What follows belongs to an exercise in optimizing a design on an open flow for small area, a short achievable clock period and few clock cycles per item; a production flow would make more cautious choices.
RTL that was checked went through simulation tests only; none was proved equivalent to the original.
Function not checked in runs 1 to 3: the RTL went through the layout flow alone.

==> flow/design.v, too long to show whole: its modules and the start of the top module <==
// module dot9: 3637 lines
// module cnn_top: 267 lines
module cnn_top
#(
    parameter int RELU_SHIFT = 4
)
(
    input  logic            clk,
    input  logic            resetn,
    input  logic            weight_tvalid,
    output logic            weight_tready,
    input  cnn_pkg::pixel_t weight_tdata,
    input  logic            image_tvalid,
    output logic            image_tready,
    input  cnn_pkg::pixel_t image_tdata,
    output logic            result_tvalid,
    input  logic            result_tready,
    output cnn_pkg::acc_t   result_tdata,
    output logic            result_tlast
);
  // ...
==> flow/run.sh <==
#!/bin/bash
# synth_recipe.tcl (not shown) runs the flow's synth.tcl, then flattens the netlist and writes it again
# the make line also repeats each setting of config.mk as NAME=value (left out here)
make -C /OpenROAD-flow-scripts/flow DESIGN_CONFIG=/design/flow/config.mk WORK_HOME=/design/flow/orfs CLKGATE_MAP_FILE= SYNTH_SCRIPT=/design/flow/synth_recipe.tcl finish
==> flow/config.mk <==
export PLATFORM = sky130hd
export DESIGN_NAME = cnn_top
export DESIGN_NICKNAME = cnn_top
export VERILOG_FILES = /design/flow/design.v
export SDC_FILE = /design/flow/constraint.sdc
export NUM_CORES = 4
export LEC_CHECK = 0
export ABC_CLOCK_PERIOD_IN_PS = 4400
export CAP_MARGIN = 20
export CORE_MARGIN = 2
export CORE_UTILIZATION = 55
export SETUP_SLACK_MARGIN = 5
export SLEW_MARGIN = 20
==> flow/constraint.sdc <==
create_clock -name core_clock -period 11.0 [get_ports {clk}]
set_input_delay 2.2000 -clock core_clock [delete_from_list [all_inputs] [get_ports {clk}]]
set_output_delay 2.2000 -clock core_clock [all_outputs]
set_load 0.01 [all_outputs]
==> results.tsv, run 1 <==
stage	metric	value	unit
status	status	complete, no violations	
drt	drcViolationCount	0	
global_routing	grt.busiest_layer	met1	
clocking	clock_latency	0.74	ns
critical_path	cpPeakStageDelay	0.97	ns
drt	drtIter0Drc	4359	
critical_path	reg2reg_to	u_dot0.r1560$_DFF_P_	
clocking	clockBufferDepth	3	
finish	final_cells	6753	
global_routing	antenna_found_initial	10	
hold_path	hold_class	reg2reg	
synth	synthSimpleGateAreaFrac	9.84	%
flow_run	maxCapViolations	0	
clocking	root_buffer	clkbuf_16	
critical_path	endpoint	u_dot0.r1560$_DFF_P_	
timing	relSlewSlack	19.6	%
finish	layout.area.seq	24700	um^2
floorplanning	dieArea	115000	um^2
placed_design	place_ws	5.36	ns
placed_design	place.gp.congestion	1.07	
critical_path	r2r_setup_slack	5.52	ns
finish	largest_class	multi-input gates	
floorplanning	die-height	339	um
finish	top_register	ln	
drt	wl_met1	80300	um
timing	whs	0.321	ns
finish	reg.largest.list	ln: 320 flops, sr: 120 flops, cw1: 72 flops	
timing	fmax	0.182	GHz
clocking	cts_max_level	3	
clocking	cts_setup_buffers	0	
floorplanning	initial_core_util	55.7	%
global_routing	use_met3	11.2	%
synth	synth_fa_ha_area_share	36.7	%
global_routing	gr-total-overflow	0	
timing	finClkSkew	0.0747	ns
floorplanning	ios	57	
synth	synth-xor-area-share	0.510	%
timing	fin_crit_sh	49.8	%
==> module cnn_top, before the edit <==
module cnn_top
#(
    parameter int RELU_SHIFT = 4
)
(
    input  logic            clk,
    input  logic            resetn,
    input  logic            weight_tvalid,
    output logic            weight_tready,
    input  cnn_pkg::pixel_t weight_tdata,
    input  logic            image_tvalid,
    output logic            image_tready,
    input  cnn_pkg::pixel_t image_tdata,
    output logic            result_tvalid,
    input  logic            result_tready,
    output cnn_pkg::acc_t   result_tdata,
    output logic            result_tlast
);
    logic [5:0]        wcnt;
    logic              wrdy;
    logic              cwok;       
    logic              wfire;
    logic signed [7:0] ln [0:7][0:4];  
    logic signed [7:0] cw8;            
    logic signed [7:0] cw1 [0:8];      
    logic              fc_rot;
    logic              p1_fc, p2_fc, s1_fc;
    assign weight_tready = wrdy;
    assign wfire         = weight_tvalid && wrdy;
    always_ff @(posedge clk or negedge resetn)
    begin
        if (!resetn)
        begin
            wcnt <= '0;
            wrdy <= 1'b1;
            cwok <= 1'b0;
        end
        else if (wfire)
        begin
            wcnt <= wcnt + 1'b1;
            if (wcnt == 6'd17)
                cwok <= 1'b1;
            if (wcnt == 6'd49)
                wrdy <= 1'b0;
        end
    end
    always_ff @(posedge clk)
    begin
        if (wfire && wcnt == 6'd8)
            cw8 <= weight_tdata;
        if (wfire && wcnt >= 6'd9 && !cwok)
        begin
            for (int k = 0; k < 8; k++)
                cw1[k] <= cw1[k + 1];
            cw1[8] <= weight_tdata;
        end
    end
    genvar gm;
    generate
        for (gm = 0; gm < 8; gm++)
        begin : g_lane
            logic home_ld, fc_ld;
            assign home_ld = wfire && (wcnt == 6'(gm));
            assign fc_ld   = wfire && cwok && (wcnt[2:0] == 3'(gm + 2));
            always_ff @(posedge clk)
            begin
                if (home_ld || fc_rot)
                    ln[gm][4] <= wrdy ? weight_tdata : ln[gm][3];
                if (fc_ld || fc_rot)
                begin
                    ln[gm][0] <= wrdy ? weight_tdata : ln[gm][4];
                    ln[gm][1] <= ln[gm][0];
                    ln[gm][2] <= ln[gm][1];
                    ln[gm][3] <= ln[gm][2];
                end
            end
        end
    endgenerate
    logic [2:0]        prow, pcol;
    logic [2:0]        prow_n, pcol_n;
    logic              itr;
    logic              pfire;
    logic              win_fire;
    logic              last_fire;
    logic signed [7:0] sr [0:14];
    logic              pend, pend_n;
    logic              cwok_n;
    assign image_tready = itr;
    assign pfire        = image_tvalid && itr;
    assign win_fire     = pfire && (prow >= 3'd2) && (pcol >= 3'd2);
    assign last_fire    = pfire && (prow == 3'd5) && (pcol == 3'd5);
    always_comb
    begin
        prow_n = prow;
        pcol_n = pcol;
        if (pfire)
        begin
            if (pcol == 3'd5)
            begin
                pcol_n = '0;
                prow_n = (prow == 3'd5) ? 3'd0 : prow + 1'b1;
            end
            else
                pcol_n = pcol + 1'b1;
        end
        cwok_n = cwok || (wfire && wcnt == 6'd17);
    end
    always_ff @(posedge clk)
    begin
        if (pfire)
        begin
            for (int k = 14; k > 0; k--)
                sr[k] <= sr[k - 1];
            sr[0] <= image_tdata;
        end
    end
    logic              cv;          
    logic              cv_first, cv_last;
    logic [1:0]        cv_win;
    logic [2:0]        ci, ci_n;    
    logic              sel_a;       
    logic              fc_act;      
    logic [1:0]        need;        
    logic [6:0]        feat [0:7];
    assign fc_rot = (fc_act && !wrdy && !p1_fc && !p2_fc && !s1_fc) || (ci != 3'd0);
    always_comb
    begin
        ci_n = ci;
        if (fc_rot)
            ci_n = (ci == 3'd4) ? 3'd0 : ci + 1'b1;
    end
    logic [71:0]        a0, b0, a1, b1;
    logic [18:0]        dsum0, dsum1;
    always_comb
    begin
        for (int kr = 0; kr < 3; kr++)
            for (int kc = 0; kc < 3; kc++)
            begin
                a1[8 * (kr * 3 + kc) +: 8] = sr[(2 - kr) * 6 + (2 - kc)];
                b1[8 * (kr * 3 + kc) +: 8] = cw1[kr * 3 + kc];
            end
        for (int m = 0; m < 8; m++)
        begin
            a0[8 * m +: 8] = sel_a ? a1[8 * m +: 8] : {1'b0, feat[m]};
            b0[8 * m +: 8] = ln[m][4];
        end
        a0[71:64] = sel_a ? a1[71:64] : 8'd0;
        b0[71:64] = cw8;
    end
    dot9 u_dot0 (.clk(clk), .a(a0), .b(b0), .s(dsum0));
    dot9 u_dot1 (.clk(clk), .a(a1), .b(b1), .s(dsum1));
    logic               p1_cv, p1_first, p1_last;
    logic [1:0]         p1_win, p1_cls;
    logic               p2_cv, p2_first, p2_last;
    logic [1:0]         p2_win, p2_cls;
    logic               s1_cv, s1_first, s1_last;
    logic [1:0]         s1_win, s1_cls;
    logic signed [18:0] s1_sum0, s1_sum1;
    always_ff @(posedge clk)
    begin
        cv_first <= !prow[0] && !pcol[0];
        cv_last  <= (prow == 3'd5) && (pcol == 3'd5);
        cv_win   <= {prow >= 3'd4, pcol >= 3'd4};
        p1_first <= cv_first;
        p1_last  <= cv_last;
        p1_win   <= cv_win;
        p1_cls   <= 2'(ci - 3'd1);
        s1_sum0  <= dsum0;
        s1_sum1  <= dsum1;
        p2_first <= p1_first;
        p2_last  <= p1_last;
        p2_win   <= p1_win;
        p2_cls   <= p1_cls;
        s1_first <= p2_first;
        s1_last  <= p2_last;
        s1_win   <= p2_win;
        s1_cls   <= p2_cls;
    end
    logic signed [18:0] sh0, sh1;
    logic [6:0]         q0, q1, old0, old1;
    logic               racc;
    logic               rv, rlast;
    logic signed [17:0] rdata;
    assign sh0 = s1_sum0 >>> RELU_SHIFT;
    assign sh1 = s1_sum1 >>> RELU_SHIFT;
    assign q0  = s1_sum0[18] ? 7'd0 : (sh0 > 19'sd127) ? 7'd127 : sh0[6:0];
    assign q1  = s1_sum1[18] ? 7'd0 : (sh1 > 19'sd127) ? 7'd127 : sh1[6:0];
    assign old0 = feat[{1'b0, s1_win}];
    assign old1 = feat[{1'b1, s1_win}];
    assign racc = s1_fc && fc_act && (s1_cls == need) && (!rv || result_tready);
    always_ff @(posedge clk)
    begin
        if (s1_cv)
        begin
            if (s1_first || q0 > old0)
                feat[{1'b0, s1_win}] <= q0;
            if (s1_first || q1 > old1)
                feat[{1'b1, s1_win}] <= q1;
        end
        if (racc)
        begin
            rdata <= s1_sum0[17:0];
            rlast <= (need == 2'd3);
        end
    end
    assign result_tvalid = rv;
    assign result_tdata  = {{14{rdata[17]}}, rdata};
    assign result_tlast  = rlast;
    always_comb
    begin
        pend_n = pend;
        if (last_fire)
            pend_n = 1'b1;
        if (racc && need == 2'd3)
            pend_n = 1'b0;
    end
    always_ff @(posedge clk or negedge resetn)
    begin
        if (!resetn)
        begin
            prow   <= '0;
            pcol   <= '0;
            itr    <= 1'b0;
            sel_a  <= 1'b1;
            pend   <= 1'b0;
            cv     <= 1'b0;
            ci     <= '0;
            fc_act <= 1'b0;
            need   <= '0;
            p1_cv  <= 1'b0;
            p1_fc  <= 1'b0;
            p2_cv  <= 1'b0;
            p2_fc  <= 1'b0;
            s1_cv  <= 1'b0;
            s1_fc  <= 1'b0;
            rv     <= 1'b0;
        end
        else
        begin
            prow  <= prow_n;
            pcol  <= pcol_n;
            pend  <= pend_n;
            itr   <= !((prow_n >= 3'd2) && (pcol_n >= 3'd2) && (pend_n || !cwok_n || ci_n != 3'd0));
            sel_a <= (ci_n == 3'd0);
            cv    <= win_fire;
            p1_cv <= cv;
            p1_fc <= (ci != 3'd0) && fc_act;
            p2_cv <= p1_cv;
            p2_fc <= p1_fc;
            s1_cv <= p2_cv;
            s1_fc <= p2_fc;
            ci    <= ci_n;
            if (s1_cv && s1_last)
                fc_act <= 1'b1;
            if (racc)
            begin
                need <= need + 1'b1;
                if (need == 2'd3)
                    fc_act <= 1'b0;
            end
            if (racc)
                rv <= 1'b1;
            else if (result_tready)
                rv <= 1'b0;
        end
    end
endmodule
==> run 2: changes to the inputs <==
--- a/flow/design.v
+++ b/flow/design.v
@@ -3793,5 +3793,6 @@
     logic [1:0]        cv_win;
     logic [2:0]        ci, ci_n;    
-    logic              sel_a;       
+    logic signed [7:0] a0r [0:8];   
+    logic              fc_load;
     logic              fc_act;      
     logic [1:0]        need;        
@@ -3816,10 +3817,22 @@
         for (int m = 0; m < 8; m++)
         begin
-            a0[8 * m +: 8] = sel_a ? a1[8 * m +: 8] : {1'b0, feat[m]};
+            a0[8 * m +: 8] = a0r[m];
             b0[8 * m +: 8] = ln[m][4];
         end
-        a0[71:64] = sel_a ? a1[71:64] : 8'd0;
+        a0[71:64] = a0r[8];
         b0[71:64] = cw8;
     end
+    assign fc_load = fc_rot && (ci == 3'd0);
+    always_ff @(posedge clk)
+    begin
+        for (int kr = 0; kr < 3; kr++)
+            for (int kc = 0; kc < 3; kc++)
+            begin
+                if (fc_load)
+                    a0r[kr * 3 + kc] <= (kr * 3 + kc < 8) ? $signed({1'b0, feat[(kr * 3 + kc) & 7]}) : 8'sd0;
+                else if (win_fire)
+                    a0r[kr * 3 + kc] <= (kr == 2 && kc == 2) ? image_tdata : sr[(2 - kr) * 6 + (2 - kc) - 1];
+            end
+    end
     dot9 u_dot0 (.clk(clk), .a(a0), .b(b0), .s(dsum0));
     dot9 u_dot1 (.clk(clk), .a(a1), .b(b1), .s(dsum1));
@@ -3830,5 +3843,8 @@
     logic               s1_cv, s1_first, s1_last;
     logic [1:0]         s1_win, s1_cls;
-    logic signed [18:0] s1_sum0, s1_sum1;
+    logic signed [17:0] s1_sum0;
+    logic [6:0]         s1_q0, s1_q1;
+    logic signed [18:0] sh0, sh1;
+    logic [6:0]         q0, q1;
     always_ff @(posedge clk)
     begin
@@ -3840,6 +3856,7 @@
         p1_win   <= cv_win;
         p1_cls   <= 2'(ci - 3'd1);
-        s1_sum0  <= dsum0;
-        s1_sum1  <= dsum1;
+        s1_sum0  <= dsum0[17:0];
+        s1_q0    <= q0;
+        s1_q1    <= q1;
         p2_first <= p1_first;
         p2_last  <= p1_last;
@@ -3851,13 +3868,12 @@
         s1_cls   <= p2_cls;
     end
-    logic signed [18:0] sh0, sh1;
-    logic [6:0]         q0, q1, old0, old1;
+    logic [6:0]         old0, old1;
     logic               racc;
     logic               rv, rlast;
     logic signed [17:0] rdata;
-    assign sh0 = s1_sum0 >>> RELU_SHIFT;
-    assign sh1 = s1_sum1 >>> RELU_SHIFT;
-    assign q0  = s1_sum0[18] ? 7'd0 : (sh0 > 19'sd127) ? 7'd127 : sh0[6:0];
-    assign q1  = s1_sum1[18] ? 7'd0 : (sh1 > 19'sd127) ? 7'd127 : sh1[6:0];
+    assign sh0 = $signed(dsum0) >>> RELU_SHIFT;
+    assign sh1 = $signed(dsum1) >>> RELU_SHIFT;
+    assign q0  = dsum0[18] ? 7'd0 : (sh0 > 19'sd127) ? 7'd127 : sh0[6:0];
+    assign q1  = dsum1[18] ? 7'd0 : (sh1 > 19'sd127) ? 7'd127 : sh1[6:0];
     assign old0 = feat[{1'b0, s1_win}];
     assign old1 = feat[{1'b1, s1_win}];
@@ -3867,12 +3883,12 @@
         if (s1_cv)
         begin
-            if (s1_first || q0 > old0)
-                feat[{1'b0, s1_win}] <= q0;
-            if (s1_first || q1 > old1)
-                feat[{1'b1, s1_win}] <= q1;
+            if (s1_first || s1_q0 > old0)
+                feat[{1'b0, s1_win}] <= s1_q0;
+            if (s1_first || s1_q1 > old1)
+                feat[{1'b1, s1_win}] <= s1_q1;
         end
         if (racc)
         begin
-            rdata <= s1_sum0[17:0];
+            rdata <= s1_sum0;
             rlast <= (need == 2'd3);
         end
@@ -3896,5 +3912,4 @@
             pcol   <= '0;
             itr    <= 1'b0;
-            sel_a  <= 1'b1;
             pend   <= 1'b0;
             cv     <= 1'b0;
@@ -3916,5 +3931,4 @@
             pend  <= pend_n;
             itr   <= !((prow_n >= 3'd2) && (pcol_n >= 3'd2) && (pend_n || !cwok_n || ci_n != 3'd0));
-            sel_a <= (ci_n == 3'd0);
             cv    <= win_fire;
             p1_cv <= cv;
==> run 2 against run 1 <==
Against the previous run: synthesized cell count grew 1.8%; worst hold slack worse by 0.019 ns; critical endpoint is now weight_tready; critical path depth down 11; non-clock buffer count fell by 12.
==> results.tsv, run 2 <==
stage	metric	value	unit	change
floorplanning	placeableCoreArea	115000	um^2	
hold_path	holdPathStages	0		
finish	layout_common_cells	inv_1, fa_1, nand2_1		
synth	synth.distinct_cells	68		
floorplanning	dieArea	118000	um^2	+3.0%
timing	fin_crit	4.62	ns	
flow_run	maxCapViolations	0		unchanged
clocking	clock_latency	0.72	ns	-0.02 ns
clocking	clockBufferDepth	3		unchanged
hold_path	hold_class	reg2reg		
critical_path	cpPeakStageDelay	1.00	ns	+0.03 ns
drt	vias	37488		
finish	areaGrowthSynthToFinish	8.68	%	
hold_path	whs_endpoint	p1_first$_DFF_P_		
critical_path	cp_cell_sequence	clkdlybuf4s50_1		
critical_path	worst-path-buf-inv	1		
global_routing	grt_use_total	31.2	%	
floorplanning	die_width	344	um	
placed_design	dp_cells	6627		
timing	slew_viol_final	0		
synth	synth_top_flop_cell	edfxtp_1		
placed_design	place_ws	6.14	ns	+0.780 ns
synth	synthesis.nets	6403		
timing	fmax	0.216	GHz	+19%
synth	async_flop_share	3.00	%	
hold_path	min_from	cv_first$_DFF_P_		
drt	drtIter0Drc	4011		-8.0%
finish	final_cells	6828		+1.1%
clocking	cts_sinks	999		
clocking	numCtsBuffers	103		
finish	top_register	ln		
synth	synth_common_cells	inv_1, fa_1, nand2_1		
clocking	ctsResizeCount	0		
synth	synth_top_area_share	34.0	%	
timing	relSlewSlack	31.6	%	+12 points
floorplanning	die-height	344	um	+1.5%
global_routing	grt_max_degree	93		
timing	tightest_slew	1.02	ns	
placed_design	place.gp.congestion	0.980		-8.5%
synth	netlist_instances	5219		
global_routing	grt_pass1_vias	39639		
floorplanning	fp-row-count	124		
finish	reg.largest.list	ln: 320 flops, sr: 120 flops		
floorplanning	ios	57		unchanged
drt	wl_met3	14300	um	
critical_path	arrival	2.42	ns	
finish	layout_commonest_cell	inv_1		
clocking	root_buffer	clkbuf_16		
timing	setup_viol_count_final	0		
drt	wl_met2	83000	um	
drt	wl_met1	69600	um	-13%
critical_path	path_class	reg2out		
critical_path	critPathCaptureType	output port		
status	status	complete, no violations		
drt	routedWlPerCell	25.8	um	
clocking	cts_setup_buffers	0		unchanged
clocking	hold_buffers	0		
timing	tns	0	ns	
synth	yosysWarnings	6		
placed_design	io_buffers	56		
finish	nets	6404		
critical_path	reg2reg_to	u_dot0.r1574$_DFF_P_		
clocking	cts_max_level	3		unchanged
critical_path	reg2reg_from	ln[4][6]$_DFFE_PP_		
floorplanning	initial_core_util	55.6	%	about the same
clocking	tritoncts	built		
critical_path	r2r_cells	7		
synth	yosysSeqAreaShare	41.9	%	
synth	synth_area_leaders	fa_1, edfxtp_1, dfxtp_1		
synth	synthDominantAreaCellType	fa_1		
synth	synth_edf_count	651		
global_routing	antenna_found_initial	9		-1
drt	vias_per_cell	5.49		
drt	final_antenna_net_count	0		
finish	utilization	60.4	%	
timing	fin_crit_sh	42.0	%	-7.8 points
critical_path	cp.required	8.80	ns	
drt	drt-total-wl	176000	um	
finish	largest_register_ffs	320		
synth	yosysMostFrequentCell	inv_1		
timing	finClkSkew	0.0445	ns	-0.0302 ns
timing	worst_slack	6.38	ns	
global_routing	gr-total-overflow	0		unchanged
drt	drcViolationCount	0		unchanged
critical_path	crit_fanout	52		
finish	drive_gt1_share	5.31	%	
clocking	clkTransAtPathRegs	0.06	ns	
global_routing	grt_first_pass_wirelength	261000	um	
critical_path	path_depth	1		
placed_design	dp_hpwl	143000	um	
synth	avgSynthCellArea	12.2	um^2	
drt	drtPass1Iterations	5		
critical_path	critical-path-top-delay-family	flip-flops		
synth	ys_ff_latch	999		
drt	dr.max_layer_used	met5		
timing	rsz0062_at_grt	false		
synth	syn-cell-area	63700	um^2	
critical_path	cp-start-kind	register		
critical_path	r2r_setup_slack	7.11	ns	+1.59 ns
critical_path	cp_slowest_cell	dfstp_4		
timing	finalHoldViolations	0		
finish	fillCellCount	9254		
==> run 2: cell types whose count changed in the layout (fill, tap and decap cells not counted), moves of 15 or more <==
cell / previous run / this run
nand2b_1: 21 / 5
and3_1: 78 / 4
and2_1: 327 / 466
nand2_1: 573 / 788
nand3_1: 53 / 18
dfxtp_1: 303 / 318
edfxtp_1: 595 / 651
mux2i_1: 32 / 0
nor2_1: 189 / 35
inv_1: 1191 / 1146
==> run 2: cells by family after synthesis <==
group / share of synthesized area [%]
compound gates: 2.48
xor+xnor: 0.454
flops: 41.9
fa+ha+maj: 35.6
simple gates: 10.1
buf+inv: 7.92
mux: 1.54
==> run 2: worst max path at each step <==
stage | start | slack [ns] | endpoint
after detailed placement | weight_tvalid | 6.14 | ln[39][1]$_DFFE_PP_
final | wrdy$_DFFE_PN1P_ | 6.38 | weight_tready
after CTS | wrdy$_DFFE_PN1P_ | 6.34 | weight_tready
after global placement | weight_tvalid | 6.06 | ln[39][5]$_DFFE_PP_
after global routing | wrdy$_DFFE_PN1P_ | 6.32 | weight_tready
after floorplan | image_tvalid | 5.25 | itr$_DFF_PN0_
==> run 2: layout make-up <==
cell class	instances	area (um^2)	share of cell area, %
antenna	6	15.0	0.0217
clock inverter	67	798	1.15
timing repair buffer	74	691	0.998
clock buffer	128	2800	4.04
inverter	1148	4310	6.23
sequential	999	26700	38.5
tap	1512	1890	2.73
multi-input combinational	2894	32000	46.3
==> run 2: metal layers <==
metal | global-route usage, % | up-vias
met2 | 49.0 | 1732
met1 | 42.7 | 19616
met5 | 0 | -
li1 | - | 15708
met3 | 5.46 | 428
met4 | 14.8 | 4
==> run 2: stage by stage <==
stage / hold slack (ns) / area, um^2
floorplan: 0.310 / 63700
global placement: 0.309 / 65600
detailed placement: 0.312 / 65600
CTS: 0.298 / 69200
global route: 0.307 / 69200
finish: 0.302 / 69200
==> run 3: changes to the inputs <==
--- a/flow/design.v
+++ b/flow/design.v
@@ -3692,5 +3692,6 @@
 );
     logic [5:0]        wcnt;
-    logic              wrdy;
+    logic              wfull;      
+    logic              wrdy;       
     logic              cwok;       
     logic              wfire;
@@ -3699,7 +3700,11 @@
     logic signed [7:0] cw1 [0:8];      
     logic              fc_rot;
-    logic              p1_fc, p2_fc, s1_fc;
+    logic              p1_fc, p2_fc;
+    logic              wv_r;       
+    logic [5:0]        wi_r;
+    logic signed [7:0] wd_r;
+    logic              lfull;      
     assign weight_tready = wrdy;
-    assign wfire         = weight_tvalid && wrdy;
+    assign wfire         = weight_tvalid && !wfull;
     always_ff @(posedge clk or negedge resetn)
     begin
@@ -3707,4 +3712,5 @@
         begin
             wcnt <= '0;
+            wfull <= 1'b0;
             wrdy <= 1'b1;
             cwok <= 1'b0;
@@ -3716,16 +3722,34 @@
                 cwok <= 1'b1;
             if (wcnt == 6'd49)
+            begin
+                wfull <= 1'b1;
                 wrdy <= 1'b0;
+            end
+        end
+    end
+    always_ff @(posedge clk or negedge resetn)
+    begin
+        if (!resetn)
+        begin
+            wv_r  <= 1'b0;
+            lfull <= 1'b0;
+        end
+        else
+        begin
+            wv_r  <= wfire;
+            lfull <= wfull;
         end
     end
     always_ff @(posedge clk)
     begin
-        if (wfire && wcnt == 6'd8)
-            cw8 <= weight_tdata;
-        if (wfire && wcnt >= 6'd9 && !cwok)
+        wi_r <= wcnt;
+        wd_r <= weight_tdata;
+        if (wv_r && wi_r == 6'd8)
+            cw8 <= wd_r;
+        if (wv_r && wi_r >= 6'd9 && wi_r <= 6'd17)
         begin
             for (int k = 0; k < 8; k++)
                 cw1[k] <= cw1[k + 1];
-            cw1[8] <= weight_tdata;
+            cw1[8] <= wd_r;
         end
     end
@@ -3735,13 +3759,13 @@
         begin : g_lane
             logic home_ld, fc_ld;
-            assign home_ld = wfire && (wcnt == 6'(gm));
-            assign fc_ld   = wfire && cwok && (wcnt[2:0] == 3'(gm + 2));
+            assign home_ld = wv_r && (wi_r == 6'(gm));
+            assign fc_ld   = wv_r && (wi_r >= 6'd18) && (wi_r[2:0] == 3'(gm + 2));
             always_ff @(posedge clk)
             begin
                 if (home_ld || fc_rot)
-                    ln[gm][4] <= wrdy ? weight_tdata : ln[gm][3];
+                    ln[gm][4] <= !lfull ? wd_r : ln[gm][3];
                 if (fc_ld || fc_rot)
                 begin
-                    ln[gm][0] <= wrdy ? weight_tdata : ln[gm][4];
+                    ln[gm][0] <= !lfull ? wd_r : ln[gm][4];
                     ln[gm][1] <= ln[gm][0];
                     ln[gm][2] <= ln[gm][1];
@@ -3780,16 +3804,19 @@
         cwok_n = cwok || (wfire && wcnt == 6'd17);
     end
+    logic              pv_r, wf_r;
+    logic signed [7:0] pd_r;
     always_ff @(posedge clk)
     begin
-        if (pfire)
+        pd_r <= image_tdata;
+        if (pv_r)
         begin
             for (int k = 14; k > 0; k--)
                 sr[k] <= sr[k - 1];
-            sr[0] <= image_tdata;
+            sr[0] <= pd_r;
         end
     end
     logic              cv;          
-    logic              cv_first, cv_last;
-    logic [1:0]        cv_win;
+    logic              cv_first, cv_last, f0_first, f0_last;
+    logic [1:0]        cv_win, f0_win;
     logic [2:0]        ci, ci_n;    
     logic signed [7:0] a0r [0:8];   
@@ -3798,5 +3825,6 @@
     logic [1:0]        need;        
     logic [6:0]        feat [0:7];
-    assign fc_rot = (fc_act && !wrdy && !p1_fc && !p2_fc && !s1_fc) || (ci != 3'd0);
+    logic [6:0]        feat_nx [0:7];
+    assign fc_rot = ((fc_act || (s1_cv && s1_last)) && lfull && !p1_fc && !p2_fc) || (ci != 3'd0);
     always_comb
     begin
@@ -3830,7 +3858,7 @@
             begin
                 if (fc_load)
-                    a0r[kr * 3 + kc] <= (kr * 3 + kc < 8) ? $signed({1'b0, feat[(kr * 3 + kc) & 7]}) : 8'sd0;
-                else if (win_fire)
-                    a0r[kr * 3 + kc] <= (kr == 2 && kc == 2) ? image_tdata : sr[(2 - kr) * 6 + (2 - kc) - 1];
+                    a0r[kr * 3 + kc] <= (kr * 3 + kc < 8) ? $signed({1'b0, feat_nx[(kr * 3 + kc) & 7]}) : 8'sd0;
+                else if (wf_r)
+                    a0r[kr * 3 + kc] <= (kr == 2 && kc == 2) ? pd_r : sr[(2 - kr) * 6 + (2 - kc) - 1];
             end
     end
@@ -3842,6 +3870,5 @@
     logic [1:0]         p2_win, p2_cls;
     logic               s1_cv, s1_first, s1_last;
-    logic [1:0]         s1_win, s1_cls;
-    logic signed [17:0] s1_sum0;
+    logic [1:0]         s1_win;
     logic [6:0]         s1_q0, s1_q1;
     logic signed [18:0] sh0, sh1;
@@ -3849,12 +3876,14 @@
     always_ff @(posedge clk)
     begin
-        cv_first <= !prow[0] && !pcol[0];
-        cv_last  <= (prow == 3'd5) && (pcol == 3'd5);
-        cv_win   <= {prow >= 3'd4, pcol >= 3'd4};
+        f0_first <= !prow[0] && !pcol[0];
+        f0_last  <= (prow == 3'd5) && (pcol == 3'd5);
+        f0_win   <= {prow >= 3'd4, pcol >= 3'd4};
+        cv_first <= f0_first;
+        cv_last  <= f0_last;
+        cv_win   <= f0_win;
         p1_first <= cv_first;
         p1_last  <= cv_last;
         p1_win   <= cv_win;
         p1_cls   <= 2'(ci - 3'd1);
-        s1_sum0  <= dsum0[17:0];
         s1_q0    <= q0;
         s1_q1    <= q1;
@@ -3866,5 +3895,4 @@
         s1_last  <= p2_last;
         s1_win   <= p2_win;
-        s1_cls   <= p2_cls;
     end
     logic [6:0]         old0, old1;
@@ -3872,4 +3900,5 @@
     logic               rv, rlast;
     logic signed [17:0] rdata;
+    logic               rsign;     
     assign sh0 = $signed(dsum0) >>> RELU_SHIFT;
     assign sh1 = $signed(dsum1) >>> RELU_SHIFT;
@@ -3878,22 +3907,30 @@
     assign old0 = feat[{1'b0, s1_win}];
     assign old1 = feat[{1'b1, s1_win}];
-    assign racc = s1_fc && fc_act && (s1_cls == need) && (!rv || result_tready);
-    always_ff @(posedge clk)
+    assign racc = p2_fc && fc_act && (p2_cls == need) && (!rv || result_tready);
+    always_comb
     begin
+        for (int i = 0; i < 8; i++)
+            feat_nx[i] = feat[i];
         if (s1_cv)
         begin
             if (s1_first || s1_q0 > old0)
-                feat[{1'b0, s1_win}] <= s1_q0;
+                feat_nx[{1'b0, s1_win}] = s1_q0;
             if (s1_first || s1_q1 > old1)
-                feat[{1'b1, s1_win}] <= s1_q1;
+                feat_nx[{1'b1, s1_win}] = s1_q1;
         end
+    end
+    always_ff @(posedge clk)
+    begin
+        for (int i = 0; i < 8; i++)
+            feat[i] <= feat_nx[i];
         if (racc)
         begin
-            rdata <= s1_sum0;
+            rdata <= dsum0[17:0];
+            rsign <= dsum0[18];
             rlast <= (need == 2'd3);
         end
     end
     assign result_tvalid = rv;
-    assign result_tdata  = {{14{rdata[17]}}, rdata};
+    assign result_tdata  = {{7{rsign}}, {7{rdata[17]}}, rdata};
     assign result_tlast  = rlast;
     always_comb
@@ -3914,4 +3951,6 @@
             pend   <= 1'b0;
             cv     <= 1'b0;
+            pv_r   <= 1'b0;
+            wf_r   <= 1'b0;
             ci     <= '0;
             fc_act <= 1'b0;
@@ -3922,5 +3961,4 @@
             p2_fc  <= 1'b0;
             s1_cv  <= 1'b0;
-            s1_fc  <= 1'b0;
             rv     <= 1'b0;
         end
@@ -3931,5 +3969,7 @@
             pend  <= pend_n;
             itr   <= !((prow_n >= 3'd2) && (pcol_n >= 3'd2) && (pend_n || !cwok_n || ci_n != 3'd0));
-            cv    <= win_fire;
+            pv_r  <= pfire;
+            wf_r  <= win_fire;
+            cv    <= wf_r;
             p1_cv <= cv;
             p1_fc <= (ci != 3'd0) && fc_act;
@@ -3937,5 +3977,4 @@
             p2_fc <= p1_fc;
             s1_cv <= p2_cv;
-            s1_fc <= p2_fc;
             ci    <= ci_n;
             if (s1_cv && s1_last)
==> run 3 against run 2 <==
Against the previous run: non-clock buffer count grew 17; core utilization shrank 0.27 points; count of clock-buffer cells in the layout grew 25; synthesized area grew 0.36%; first-iteration DRC count shrank 31%; worst setup slack gained 0.62 ns; maximum frequency grew 15%; worst hold slack gained 0.020 ns; die area grew 0.35%.
==> results.tsv, run 3 <==
stage	metric	value	unit	change
status	status	complete, no violations		
synth	async_flop_share	3.37	%	+0.36 points
finish	top_register	ln		
global_routing	gr-total-overflow	0		unchanged
floorplanning	die_width	345	um	+0.18%
critical_path	critical-path-top-delay-family	buffers and inverters		
clocking	numCtsBuffers	106		+2.9%
drt	drtPass1Iterations	5		unchanged
finish	drive_gt1_share	6.85	%	+1.5 points
timing	rsz0062_at_grt	false		
global_routing	grt_max_degree	73		-22%
global_routing	antenna_found_initial	6		-3
critical_path	cp_slowest_cell	clkdlybuf4s50_1		
timing	tns	0	ns	unchanged
hold_path	hold_class	reg2reg		
finish	layout_commonest_cell	fa_1		
clocking	root_buffer	clkbuf_16		
floorplanning	die-height	345	um	+0.18%
critical_path	cp_cell_sequence	clkdlybuf4s50_1		
synth	synth.distinct_cells	70		+2.9%
drt	vias_per_cell	5.42		-1.3%
synth	synth_common_cells	fa_1, inv_1, nand2_1		
floorplanning	initial_core_util	55.2	%	-0.39 points
synth	synth_edf_count	596		-8.4%
drt	drtIter0Drc	2771		-31%
drt	drcViolationCount	0		unchanged
timing	setup_viol_count_final	0		unchanged
synth	synth_top_area_share	33.9	%	-0.12 points
floorplanning	fp-row-count	125		+0.81%
clocking	cts_setup_buffers	0		unchanged
timing	worst_slack	7.00	ns	+0.618 ns
floorplanning	dieArea	119000	um^2	+0.35%
drt	final_antenna_net_count	0		unchanged
clocking	cts_sinks	1010		+1.1%
synth	yosysSeqAreaShare	41.2	%	-0.64 points
critical_path	cpPeakStageDelay	0.54	ns	-0.46 ns
placed_design	place.gp.congestion	0.961		-1.9%
finish	areaGrowthSynthToFinish	8.96	%	
finish	nets	6459		+0.86%
synth	synth_top_flop_cell	edfxtp_1		
finish	utilization	60.2	%	-0.27 points
synth	ys_ff_latch	1010		+1.1%
drt	routedWlPerCell	26.5	um	+2.7%
clocking	clock_latency	0.74	ns	+0.02 ns
timing	relSlewSlack	33.2	%	+1.6 points
critical_path	path_class	reg2out		
synth	avgSynthCellArea	12.2	um^2	-0.40%
clocking	clkTransAtPathRegs	0.06	ns	about the same
critical_path	arrival	1.80	ns	-0.62 ns
critical_path	cp.required	8.80	ns	about the same
critical_path	r2r_setup_slack	7.10	ns	about the same
finish	largest_register_ffs	320		unchanged
critical_path	critPathCaptureType	output port		
timing	finClkSkew	0.0716	ns	+0.0272 ns
clocking	tritoncts	built		
global_routing	grt_pass1_vias	40477		+2.1%
drt	drt-total-wl	183000	um	+3.8%
placed_design	place_ws	6.75	ns	+0.608 ns
synth	synthDominantAreaCellType	fa_1		
critical_path	cp-start-kind	register		
timing	fin_crit	4.00	ns	-0.618 ns
drt	vias	37420		-0.18%
flow_run	maxCapViolations	0		unchanged
timing	finalHoldViolations	0		unchanged
timing	tightest_slew	1.00	ns	-0.0210 ns
timing	slew_viol_final	0		unchanged
critical_path	crit_fanout	2		-96%
timing	fmax	0.250	GHz	+15%
synth	netlist_instances	5259		+0.77%
critical_path	worst-path-buf-inv	1		unchanged
clocking	cts_max_level	3		unchanged
synth	synthesis.nets	6438		+0.55%
timing	fin_crit_sh	36.4	%	-5.6 points
floorplanning	placeableCoreArea	116000	um^2	+1.1%
global_routing	grt_use_total	32.3	%	+1.2 points
synth	yosysMostFrequentCell	fa_1		
placed_design	dp_hpwl	146000	um	+2.4%
clocking	ctsResizeCount	0		unchanged
clocking	clockBufferDepth	3		unchanged
synth	syn-cell-area	63900	um^2	+0.36%
finish	layout_common_cells	fa_1, inv_1, nand2_1		
synth	synth_area_leaders	fa_1, edfxtp_1, dfxtp_1		
placed_design	io_buffers	56		unchanged
global_routing	grt_first_pass_wirelength	269000	um	+3.2%
synth	yosysWarnings	8		+2
finish	reg.largest.list	ln: 320 flops, sr: 120 flops		
floorplanning	ios	57		unchanged
clocking	hold_buffers	0		unchanged
-- run 3: changes by cell type in the layout (fill, tap and decap cells not counted), sizes merged, moves of 11 or more --
cell    before   now
nand2      789   973
inv       1157  1033
o21ai      148    38
dfxtp      318   380
edfxtp     651   596
mux2        59   109
clkbuf     128   153
a21oi       57    35
mux2i        0    21
buf         19    36
nand2b       5    16
-- run 3: area by class of cell --
cell class / count / area (um^2)
fill: 9436 / 46100
inverter: 1026 / 3850
sequential: 1010 / 26400
multi-input combinational: 3045 / 33000
tap: 1524 / 1910
clock inverter: 48 / 520
antenna: 5 / 12.5
timing repair buffer: 91 / 818
clock buffer: 153 / 3130
-- run 3: logic make-up (layout without fill, tap and decap cells) --
logic type	Yosys count	in the layout	share of synthesized area [%]
AOI/OAI and AO/OA	153	153	1.69
buffers and inverters	1204	1318	7.19
xor gates and xnor gates	34	34	0.466
DFF	1010	1010	41.2
adders and majority gates	1158	1158	35.4
other	0	5	0
and+or+nand+nor	1556	1556	11.3
muxes	144	144	2.74
-- run 3: final timing paths --
check,from,endpoint,depth (start not counted)
max in group asynchronous,resetn,pv_r$_DFF_PN0_,1
max,wrdy$_DFFE_PN1P_,weight_tready,1
max reg2reg,ln[29][6]$_DFFE_PP_,u_dot0.r1598$_DFF_P_,8
min,u_dot1.r1556$_DFF_P_,u_dot1.r1777$_DFF_P_,0
min in group asynchronous,resetn,wcnt[0]$_DFFE_PN0P_,1
min reg2reg,u_dot1.r1556$_DFF_P_,u_dot1.r1777$_DFF_P_,0
-- run 3: routing by layer --
layer,vias up,track usage [%],wire length (um)
li1,15936,-,-
met1,19719,39.2,67200
met2,1349,53.4,89300
met3,414,4.57,10500
met4,2,23.6,16200
met5,-,0,19
-- run 3: through the flow --
step                      cells  hold slack [ns]  area (um^2)
after detailed placement   6696            0.312        66000
after global placement     6696            0.311        66000
final                      6902            0.322        69600
after CTS                  6897            0.322        69600
after global routing       6899            0.312        69600
after floorplan            5259            0.310        63900
==> run 4: changes to the inputs <==
--- a/flow/design.v
+++ b/flow/design.v
@@ -3693,5 +3693,4 @@
     logic [5:0]        wcnt;
     logic              wfull;      
-    logic              wrdy;       
     logic              cwok;       
     logic              wfire;
@@ -3705,5 +3704,5 @@
     logic signed [7:0] wd_r;
     logic              lfull;      
-    assign weight_tready = wrdy;
+    assign weight_tready = !wfull;
     assign wfire         = weight_tvalid && !wfull;
     always_ff @(posedge clk or negedge resetn)
@@ -3713,5 +3712,4 @@
             wcnt <= '0;
             wfull <= 1'b0;
-            wrdy <= 1'b1;
             cwok <= 1'b0;
         end
@@ -3722,8 +3720,5 @@
                 cwok <= 1'b1;
             if (wcnt == 6'd49)
-            begin
                 wfull <= 1'b1;
-                wrdy <= 1'b0;
-            end
         end
     end
@@ -3900,5 +3895,4 @@
     logic               rv, rlast;
     logic signed [17:0] rdata;
-    logic               rsign;     
     assign sh0 = $signed(dsum0) >>> RELU_SHIFT;
     assign sh1 = $signed(dsum1) >>> RELU_SHIFT;
@@ -3927,10 +3921,9 @@
         begin
             rdata <= dsum0[17:0];
-            rsign <= dsum0[18];
             rlast <= (need == 2'd3);
         end
     end
     assign result_tvalid = rv;
-    assign result_tdata  = {{7{rsign}}, {7{rdata[17]}}, rdata};
+    assign result_tdata  = {{14{rdata[17]}}, rdata};
     assign result_tlast  = rlast;
     always_comb
==> run 4 against run 3 <==
Against the previous run: still clean on timing, DRC and antenna; final area is 0.20% lower; worst hold slack worse by 0.010 ns; global-route usage increased by 0.17 points; clock skew down 0.020 ns; routed wire length is 2.2% higher; count of clock-buffer cells in the layout fell by 17; via count is 2.3% higher; non-clock buffer count decreased by 8; cell count is 0.39% higher; critical path type unchanged; highest routed layer unchanged.
==> results.tsv, run 4 <==
stage	metric	value	unit	change
status	status	complete, no violations		
drt	routedWlPerCell	27.0	um	+1.8%
global_routing	grt_first_pass_wirelength	275000	um	+2.1%
synth	synth.distinct_cells	66		-5.7%
flow_run	maxCapViolations	0		unchanged
critical_path	path_class	reg2out		
critical_path	critical-path-top-delay-family	buffers and inverters		
timing	fin_crit	4.09	ns	+0.0846 ns
timing	worst_slack	6.91	ns	-0.0846 ns
synth	synth_area_leaders	fa_1, edfxtp_1, dfxtp_1		
drt	drcViolationCount	0		unchanged
synth	syn-cell-area	64000	um^2	+0.16%
global_routing	grt_max_degree	90		+23%
clocking	cts_setup_buffers	0		unchanged
critical_path	arrival	1.89	ns	+0.09 ns
clocking	cts_max_level	3		unchanged
clocking	tritoncts	built		
finish	areaGrowthSynthToFinish	8.56	%	
timing	fin_crit_sh	37.1	%	+0.77 points
placed_design	io_buffers	56		unchanged
clocking	clkTransAtPathRegs	0.06	ns	about the same
synth	yosysSeqAreaShare	41.1	%	-0.16 points
synth	avgSynthCellArea	12.1	um^2	-0.63%
critical_path	crit_fanout	15		+13
finish	layout_common_cells	fa_1, inv_1, nand2_1		
critical_path	cp_slowest_cell	clkdlybuf4s50_1		
floorplanning	initial_core_util	55.3	%	+0.091 points
finish	layout_commonest_cell	fa_1		
finish	nets	6486		+0.42%
synth	synth_top_area_share	33.8	%	-0.056 points
floorplanning	die_width	345	um	about the same
placed_design	dp_hpwl	150000	um	+2.7%
critical_path	cp-start-kind	register		
global_routing	gr-total-overflow	0		unchanged
drt	drt-total-wl	187000	um	+2.2%
placed_design	dp_cells	6724		+0.42%
finish	largest_register_ffs	320		unchanged
global_routing	antenna_found_initial	15		+9
synth	synth_edf_count	595		-0.17%
timing	relSlewSlack	24.8	%	-8.4 points
clocking	root_buffer	clkbuf_16		
drt	drtPass1Iterations	6		+1
placed_design	place.gp.congestion	0.940		-2.2%
synth	yosysWarnings	8		unchanged
placed_design	place_ws	6.89	ns	+0.147 ns
synth	netlist_instances	5301		+0.80%
drt	vias_per_cell	5.52		+1.9%
drt	final_antenna_net_count	0		unchanged
floorplanning	placeableCoreArea	116000	um^2	unchanged
finish	final_cells	6929		+0.39%
timing	setup_viol_count_final	0		unchanged
finish	fillCellCount	9492		+0.59%
timing	finalHoldViolations	0		unchanged
timing	slew_viol_final	0		unchanged
clocking	numCtsBuffers	105		-0.94%
floorplanning	dieArea	119000	um^2	+0.17%
floorplanning	ios	57		unchanged
timing	finClkSkew	0.0520	ns	-0.0196 ns
drt	drtIter0Drc	3496		+26%
synth	yosysMostFrequentCell	fa_1		
clocking	ctsResizeCount	0		unchanged
drt	vias	38278		+2.3%
floorplanning	fp-row-count	125		unchanged
global_routing	grt_use_total	32.5	%	+0.17 points
synth	synth_top_flop_cell	edfxtp_1		
finish	top_register	ln		
critical_path	critPathCaptureType	output port		
timing	tns	0	ns	unchanged
critical_path	cp_cell_sequence	clkdlybuf4s50_1		
clocking	hold_buffers	0		unchanged
critical_path	worst-path-buf-inv	1		unchanged
clocking	clockBufferDepth	3		unchanged
critical_path	cp.required	8.80	ns	about the same
clocking	cts_sinks	1008		-0.20%
critical_path	cpPeakStageDelay	0.62	ns	+0.08 ns
finish	drive_gt1_share	6.37	%	-0.48 points
floorplanning	die-height	345	um	about the same
finish	reg.largest.list	ln: 320 flops, sr: 120 flops		
synth	synth_common_cells	fa_1, inv_1, nand2_1		
synth	synthDominantAreaCellType	fa_1		
synth	async_flop_share	3.27	%	-0.093 points
timing	rsz0062_at_grt	false		
timing	tightest_slew	1.13	ns	+0.126 ns
hold_path	hold_class	reg2reg		
global_routing	grt_pass1_vias	40674		+0.49%
timing	fmax	0.245	GHz	-2.1%
synth	synthesis.nets	6480		+0.65%
synth	ys_ff_latch	1008		-0.20%
clocking	clock_latency	0.75	ns	about the same
==> run 4: cell count changes after synthesis, sizes merged, moves of 4 or more <==
| cell | delta |
|---|---|
| nor2 | +10 |
| and3 | +6 |
| nand3 | +4 |
| nor2b | +4 |
| o21a | -8 |
| a31oi | -8 |
| and2 | -4 |
| a21oi | +22 |
| a211oi | +9 |
| clkbuf | +5 |
==> run 4: through the flow <==
| step | utilization [%] | hold slack (ns) | cell area, um^2 |
|---|---|---|---|
| global placement | 57.0 | 0.311 | 66000 |
| floorplan | - | 0.310 | 64000 |
| finish | 60.0 | 0.312 | 69500 |
| detailed placement | 57.0 | 0.312 | 66000 |
| CTS | 60.0 | 0.312 | 69500 |
| global route | 60.0 | 0.326 | 69500 |
==> run 4: cell type report <==
cell class	instances	area [um^2]	share of cell area (%)
diodes	7	17.5	0.0252
clock buffers	136	2840	4.08
repair buffers	83	758	1.09
inverters	1026	3850	5.54
well taps	1524	1910	2.74
multi-input cells	3083	33200	47.7
clock inverters	62	647	0.931
flip-flops and latches	1008	26300	37.9
==> run 4: worst paths after layout <==
check / start / slack (ns) / depth (start not counted) / to
setup / recovery: rdata[17]$_DFFE_PP_ / 6.91 / 1 / result_tdata[28]
hold / removal: p1_first$_DFF_P_ / 0.31 / 0 / p2_first$_DFF_P_
setup reg to reg: s1_win[0]$_DFF_P_ / 7.00 / 11 / a0r[7][2]$_DFFE_PP_
hold reg to reg: p1_first$_DFF_P_ / 0.31 / 0 / p2_first$_DFF_P_
max in group asynchronous: resetn / 8.94 / 1 / pv_r$_DFF_PN0_
min in group asynchronous: resetn / 1.51 / 1 / pcol[1]$_DFF_PN0_
==> run 4: logic make-up (layout without fill, tap and decap cells) <==
kind of cell	after synthesis	count (layout)	share of synthesized area [%]
and+or+nand+nor	1579	1579	11.5
buffers and inverters	1210	1307	7.20
adders and majority gates	1158	1158	35.3
DFF	1008	1008	41.1
AOI/OAI and AO/OA	174	174	1.82
muxes	142	142	2.71
xor gates and xnor gates	30	30	0.411
other	0	7	0
==> run 4: routing by layer <==
| metal | vias up | share of wire (%) | routed length (um) | GRT usage [%] |
|---|---|---|---|---|
| li1 | 16062 | - | - | - |
| met1 | 19880 | 39 | 73500 | 42.8 |
| met2 | 1793 | 46 | 85700 | 50.8 |
| met3 | 539 | 8.1 | 15200 | 6.39 |
| met4 | 4 | 6.8 | 12800 | 18.8 |
| met5 | - | 0.014 | 27 | 0 |
Testbench counts of run 4, summed over its fixed seeds: cycles 2,464, images 64.

## static timing again, ports no longer ideal
How much do the figures lean on ideal ports? The routed layouts below were timed once more, with nothing changed but the port constraints. Step 1: set_driving_cell puts a clkbuf_16 on clk and a buf_2 on each other input, an assumption about the parent block. Step 2 times the ports against the registers' clock, not the clock port: input delays grow and output delays shrink by t, the midpoint of the rising clock arrivals with the driver on. a / b / c = ideal ports / drivers / drivers and shift; a / b = the first two.
| run | t, ns | slack for setup (ns) | worst setup path after step 2 | clock arrival spread, ns | slew at the worst register clock pin (ns) |
|---|---|---|---|---|---|
| run 1 | 0.783 | 5.519 / 5.519 / 5.519 | register to register | 0.074 / 0.075 | 0.08 / 0.08 |
| run 2 | 0.776 | 6.381 / 6.306 / 6.040 | input to register | 0.045 / 0.045 | 0.07 / 0.07 |
| run 3 | 0.790 | 6.999 / 6.916 / 6.767 | input to register | 0.076 / 0.076 | 0.07 / 0.07 |
| run 4 | 0.807 | 6.914 / 6.833 / 6.874 | input to register | 0.052 / 0.052 | 0.07 / 0.07 |
After both steps setup and hold are still met in every run listed. For run 2, which loses most, drivers alone change the setup slack by -0.075 ns; drivers and shift together by -0.341 ns.
